From an optimization exercise on the open Yosys and OpenROAD flow, aimed at small area, a short achievable clock period and few clock cycles; shortcuts taken in it are not production practice. Where RTL was checked, it was by simulation tests only, not by an equivalence proof against the original. No activity file was given, so power comes from the tool's default toggle rates.

Setup of v6:
==> flow/design.v <==
package sme_pkg;
    typedef logic [7:0] char_t;
    localparam char_t char_any   = 8'h2E;  
    localparam char_t char_head  = 8'h5E;  
    localparam char_t char_tail  = 8'h24;  
    localparam char_t char_space = 8'h20;
    typedef enum logic [1:0] {
        st_idle = 2'd0,
        st_scan = 2'd1,
        st_done = 2'd2
    } engine_state_t;
endpackage
module sme #(
    parameter int max_string_len  = 32,
    parameter int max_pattern_len = 8
) (
    input  logic                                 clk,
    input  logic                                 reset,
    input  sme_pkg::char_t                       chardata,
    input  logic                                 isstring,
    input  logic                                 ispattern,
    output logic                                 valid,
    output logic                                 match,
    output logic [$clog2(max_string_len)-1:0]    match_index
);
    localparam int N     = max_string_len;
    localparam int P     = max_pattern_len;
    localparam int idx_w = $clog2(N);
    localparam int len_w = $clog2(N + 1);
    localparam int cnt_w = $clog2(P + 1);
    sme_pkg::char_t   mem [N];
    logic [len_w-1:0] str_len;
    logic             isstring_d;
    logic             s_first;   
    logic [N:0]   at_len;    
    logic [N-1:0] in_str;    
    logic [N-1:0] is_sp;     
    logic [N-1:0] eq;        
    logic [N-1:0] we;
    assign s_first = isstring && !isstring_d;
    always_comb begin
        for (int j = 0; j <= N; j++) at_len[j] = (str_len == len_w'(j));
        for (int j = 0; j < N; j++) begin
            in_str[j] = (str_len > len_w'(j));
            is_sp[j]  = (mem[j] == sme_pkg::char_space);
            eq[j]     = (mem[j] == chardata);
            we[j]     = at_len[j];
        end
        we[0] = at_len[0] || s_first;
    end
    always_ff @(posedge clk or posedge reset) begin
        if (reset) begin
            isstring_d <= 1'b0;
            str_len    <= '0;
        end else begin
            isstring_d <= isstring;
            if (isstring) begin
                if (!isstring_d) str_len <= len_w'(1);
                else if (str_len != len_w'(N)) str_len <= str_len + 1'b1;
            end
        end
    end
    always_ff @(posedge clk) begin
        for (int j = 0; j < N; j++) begin
            if (we[j]) mem[j] <= chardata;
        end
    end
    logic [N:0]       e_vec;
    logic [cnt_w-1:0] raw_cnt;    
    logic             had_head;   
    logic             head_pend;
    logic             last_tail;  
    logic             tail_found;
    logic [idx_w-1:0] tail_pos;   
    logic             over;       
    logic r_first, c_dot, c_head, c_tail, head_first;
    logic [N:0] pre, cur, step_ok, e_next, head_ok, tail_mask, tail_vec;
    logic [cnt_w-1:0] core_cnt;   
    assign r_first    = (raw_cnt == '0);
    assign c_dot      = (chardata == sme_pkg::char_any);
    assign c_head     = (chardata == sme_pkg::char_head);
    assign c_tail     = (chardata == sme_pkg::char_tail);
    assign head_first = r_first && c_head;
    assign core_cnt   = raw_cnt - cnt_w'(had_head);
    always_comb begin
        pre = e_vec | {(N+1){r_first || head_pend}};
        head_ok[0] = 1'b1;
        for (int j = 1; j <= N; j++) head_ok[j] = in_str[j-1] && is_sp[j-1];
        cur = pre & ((head_pend && !r_first) ? head_ok : '1);
        for (int j = 0; j < N; j++) begin
            step_ok[j]   = cur[j] && in_str[j];
            tail_mask[j] = at_len[j] || (in_str[j] && is_sp[j]);
        end
        step_ok[N]   = 1'b0;
        tail_mask[N] = at_len[N];
        e_next[0] = 1'b0;
        for (int j = 1; j <= N; j++) e_next[j] = step_ok[j-1] && (c_dot || eq[j-1]);
        tail_vec = cur & tail_mask;
    end
    function automatic logic [idx_w-1:0] first_set(input logic [N+1:0] v);
        first_set = '0;
        for (int j = N + 1; j >= 0; j--) begin
            if (v[j]) first_set = idx_w'(j);
        end
    endfunction
    always_ff @(posedge clk) begin
        if (!ispattern) begin
            raw_cnt <= '0;
        end else if (raw_cnt != cnt_w'(P)) begin
            raw_cnt <= raw_cnt + 1'b1;
        end
        over <= ispattern && (raw_cnt == cnt_w'(P));
    end
    always_ff @(posedge clk) begin
        e_vec      <= e_next;
        had_head   <= r_first ? head_first : had_head;
        head_pend  <= head_first;
        last_tail  <= c_tail;
        tail_found <= |tail_vec;
        tail_pos   <= first_set({tail_vec, 1'b0});
    end
    logic             res_found;
    logic [idx_w-1:0] res_pos;
    assign res_found = last_tail ? tail_found : (head_pend || (|e_vec));
    assign res_pos   = last_tail ? tail_pos : (head_pend ? '0 : first_set({1'b0, e_vec}));
    always_ff @(posedge clk or posedge reset) begin
        if (reset) begin
            valid <= 1'b0;
        end else begin
            valid <= !ispattern && (raw_cnt != '0);
        end
    end
    always_ff @(posedge clk) begin
        if (!over) begin
            match       <= res_found;
            match_index <= res_found ? res_pos - idx_w'(core_cnt) : '0;
        end
    end
endmodule
clock: 10.0 ns
lec_check: 0
cap_margin: 20
core_margin: 2
core_utilization: 55
cts_buf_list: sky130_fd_sc_hd__clkbuf_4 sky130_fd_sc_hd__clkbuf_8
cts_cluster_diameter: 60
cts_cluster_size: 16
slew_margin: 20
standard.sh (not shown) runs the stock make flow with config.mk's settings and CLKGATE_MAP_FILE= SYNTH_SCRIPT=/design/flow/synth_recipe.tcl, a recipe that flattens the netlist after the stock synthesis.
==> flow/flow/run.sh <==
#!/bin/bash
# Standard ORFS layout, with repair_timing aiming for extra setup slack.
set -euo pipefail
bash standard.sh SETUP_SLACK_MARGIN=6.85 finish > standard_flow.log 2>&1
Testbench counts of v6, summed over its fixed seeds: cycles 8,566.
--- input diff v6..v7 ---
-- flow/design.v --
<<< v6, line 84
    assign core_cnt   = raw_cnt - cnt_w'(had_head);
    always_comb begin
        pre = e_vec | {(N+1){r_first || head_pend}};
        head_ok[0] = 1'b1;
        for (int j = 1; j <= N; j++) head_ok[j] = in_str[j-1] && is_sp[j-1];
>>> v7, line 84
    assign core_cnt   = raw_cnt - cnt_w'(had_head);
    always_comb begin
        pre = e_vec | {(N+1){r_first}};
        head_ok[0] = 1'b1;
        for (int j = 1; j <= N; j++) head_ok[j] = in_str[j-1] && is_sp[j-1];
<<< v6, line 113
    end
    always_ff @(posedge clk) begin
        e_vec      <= e_next;
        had_head   <= r_first ? head_first : had_head;
        head_pend  <= head_first;
>>> v7, line 113
    end
    always_ff @(posedge clk) begin
        e_vec      <= e_next | {(N+1){head_first}};
        had_head   <= r_first ? head_first : had_head;
        head_pend  <= head_first;
Findings:
Total power: v7 below v6
match_index[4] as the last element of the critical path was reported by v6, and tail_found by v7.
The higher met3 routed wirelength of v6 and v7 is in v7.
Status: source-to-sink clock delay at the later pin of the worst-skew pair parity (v7, v6)
Of v6 and v7, v6 shows the higher part of the total power dissipated in the clock network, with v7 below it.
Internal reg-to-reg setup slack: v7 vs v6 down 0.15 ns
Diff v6 -> v7 | worst setup margin | decrease of 0.15 ns
The area after synthesis reported for v7 is smaller than that of v6 by about 1.5%.
v7 vs v6, critical path's slowest cell: sky130_fd_sc_hd__or4b_1 vs sky130_fd_sc_hd__a2111oi_0
For area used by multi-input combinational logic, v7 and v6 come out practically identical.
No functional check of the RTL was part of v7.

run 3:
// sme: RTL as listed in full above, without the edits since
Settings: LEC_CHECK=0, CAP_MARGIN=20, CORE_MARGIN=2, CORE_UTILIZATION=55, CTS_BUF_LIST=sky130_fd_sc_hd__clkbuf_4 sky130_fd_sc_hd__clkbuf_8, CTS_CLUSTER_DIAMETER=60, CTS_CLUSTER_SIZE=16, SLEW_MARGIN=20; clock period 10.0 ns.
==> flow/flow/run.sh <==
#!/bin/bash
# Standard ORFS layout, with repair_timing aiming for extra setup slack.
set -euo pipefail
bash standard.sh SETUP_SLACK_MARGIN=7 finish > standard_flow.log 2>&1
Testbench counts of run 3, summed over its fixed seeds: cycles 8,566.
Changes in run 2 relative to run 3:
diff --git a/flow/design.v b/flow/design.v
--- a/flow/design.v
+++ b/flow/design.v
@@ -66,25 +66,25 @@
         end
     end
     logic [N:0]       e_vec;
     logic [cnt_w-1:0] raw_cnt;    
-    logic             had_head;   
+    logic [cnt_w-1:0] core_cnt;   
     logic             head_pend;
     logic             last_tail;  
     logic             tail_found;
     logic [idx_w-1:0] tail_pos;   
     logic             over;       
     logic r_first, c_dot, c_head, c_tail, head_first;
     logic [N:0] pre, cur, step_ok, e_next, head_ok, tail_mask, tail_vec;
-    logic [cnt_w-1:0] core_cnt;   
+    logic [cnt_w-1:0] core_pre;
     assign r_first    = (raw_cnt == '0);
     assign c_dot      = (chardata == sme_pkg::char_any);
     assign c_head     = (chardata == sme_pkg::char_head);
     assign c_tail     = (chardata == sme_pkg::char_tail);
     assign head_first = r_first && c_head;
-    assign core_cnt   = raw_cnt - cnt_w'(had_head);
+    assign core_pre   = r_first ? '0 : core_cnt;
     always_comb begin
-        pre = e_vec | {(N+1){r_first || head_pend}};
+        pre = e_vec | {(N+1){r_first}};
         head_ok[0] = 1'b1;
         for (int j = 1; j <= N; j++) head_ok[j] = in_str[j-1] && is_sp[j-1];
         cur = pre & ((head_pend && !r_first) ? head_ok : '1);
         for (int j = 0; j < N; j++) begin
@@ -96,13 +96,26 @@
         e_next[0] = 1'b0;
         for (int j = 1; j <= N; j++) e_next[j] = step_ok[j-1] && (c_dot || eq[j-1]);
         tail_vec = cur & tail_mask;
     end
-    function automatic logic [idx_w-1:0] first_set(input logic [N+1:0] v);
-        first_set = '0;
-        for (int j = N + 1; j >= 0; j--) begin
-            if (v[j]) first_set = idx_w'(j);
+    function automatic logic [idx_w-1:0] first_set(input logic [35:0] v);
+        logic [8:0] any;
+        logic [1:0] low [9];
+        logic [8:0] pick;
+        logic [8:0] seen;
+        logic [5:0] pos;
+        for (int g = 0; g < 9; g++) begin
+            any[g] = |v[4*g +: 4];
+            low[g] = v[4*g] ? 2'd0 : v[4*g+1] ? 2'd1 : v[4*g+2] ? 2'd2 : 2'd3;
         end
+        seen[0] = 1'b0;
+        for (int g = 1; g < 9; g++) seen[g] = seen[g-1] | any[g-1];
+        pick = any & ~seen;
+        pos = '0;
+        for (int g = 0; g < 9; g++) begin
+            pos = pos | ({6{pick[g]}} & {4'(g), low[g]});
+        end
+        first_set = pos[idx_w-1:0];
     endfunction
     always_ff @(posedge clk) begin
         if (!ispattern) begin
             raw_cnt <= '0;
@@ -111,19 +124,19 @@
         end
         over <= ispattern && (raw_cnt == cnt_w'(P));
     end
     always_ff @(posedge clk) begin
-        e_vec      <= e_next;
-        had_head   <= r_first ? head_first : had_head;
+        e_vec      <= e_next | {(N+1){head_first}};
+        core_cnt   <= core_pre + cnt_w'(!head_first);
         head_pend  <= head_first;
         last_tail  <= c_tail;
         tail_found <= |tail_vec;
-        tail_pos   <= first_set({tail_vec, 1'b0});
+        tail_pos   <= first_set({2'b00, tail_vec, 1'b0});
     end
     logic             res_found;
     logic [idx_w-1:0] res_pos;
     assign res_found = last_tail ? tail_found : (head_pend || (|e_vec));
-    assign res_pos   = last_tail ? tail_pos : (head_pend ? '0 : first_set({1'b0, e_vec}));
+    assign res_pos   = last_tail ? tail_pos : (head_pend ? '0 : first_set({3'b000, e_vec}));
     always_ff @(posedge clk or posedge reset) begin
         if (reset) begin
             valid <= 1'b0;
         end else begin
==> comparison <==
Time the worst path needs with I/O delays and setup on run 2 is down relative to run 3. Between run 2 and run 3, the first-pass GRT wire length is lower for run 3. The final reports for run 2 and run 3 show power share of the clock group lower in the former. Between run 2 and run 3, the area of the mapped netlist figures differ only marginally. Between run 3 and run 2, the die outline area does not differ in any meaningful way. On critical path depth: between run 2 and run 3, it ends up higher for run 3. Cmp run 2 vs run 3: cell count after synthesis higher in run 2. Comparing run 2 and run 3, the higher sequential share of layout area is on run 3. Fraction of registers with async set or reset after synthesis across run 2 and run 3: no real change. In run 2 the proportion of power drawn by combinational gates turned out 8.2 points higher than in run 3. Run 2 went all the way through the flow, and no timing, DRC or antenna check failed. [compare] base=run 3 new=run 2: power went up 170 uW, number of resized instances in the post-cts repair step climbed 110%, cell count after placement increased 35. Start point of the critical path = e_vec[6]$_DFF_P_: run 2; start point of the critical path = e_vec[31]$_DFF_P_: run 3. Setup slack: run 2 more than run 3.
No functional check of the RTL was part of run 2.

-- what the ideal ports hide --
The flow's constraints put no driver on any port. The routed layouts listed below were extracted and timed again, unchanged, in two steps.
Step 1 sets driving cells, clkbuf_16 on the clock port and buf_2 on the other inputs (assumed; they add their load-dependent delay and slew).
Step 2, shift: input delay + t, output delay - t, t = (earliest + latest rising clock arrival at the registers) / 2. This alone moves slack from input paths to output paths.
Three values: no drivers, after step 1, after step 2; two values: the first two.
run | t, ns | slack for setup (ns) | hold slack, ns | worst setup path at the end
v6 | 0.657 | 6.866 / 6.835 / 6.354 | 0.520 / 0.520 / 0.520 | input to register
v7 | 0.647 | 6.717 / 6.717 / 6.267 | 0.546 / 0.546 / 0.546 | input to register
run 3 | 0.668 | 6.809 / 6.809 / 6.405 | 0.528 / 0.528 / 0.528 | input to register
run 2 | 0.663 | 6.846 / 6.821 / 6.188 | 0.494 / 0.494 / 0.494 | input to register
After both steps setup and hold are still met in every run listed. For run 2, which loses most, drivers alone change the setup slack by -0.025 ns; drivers and shift together by -0.658 ns.
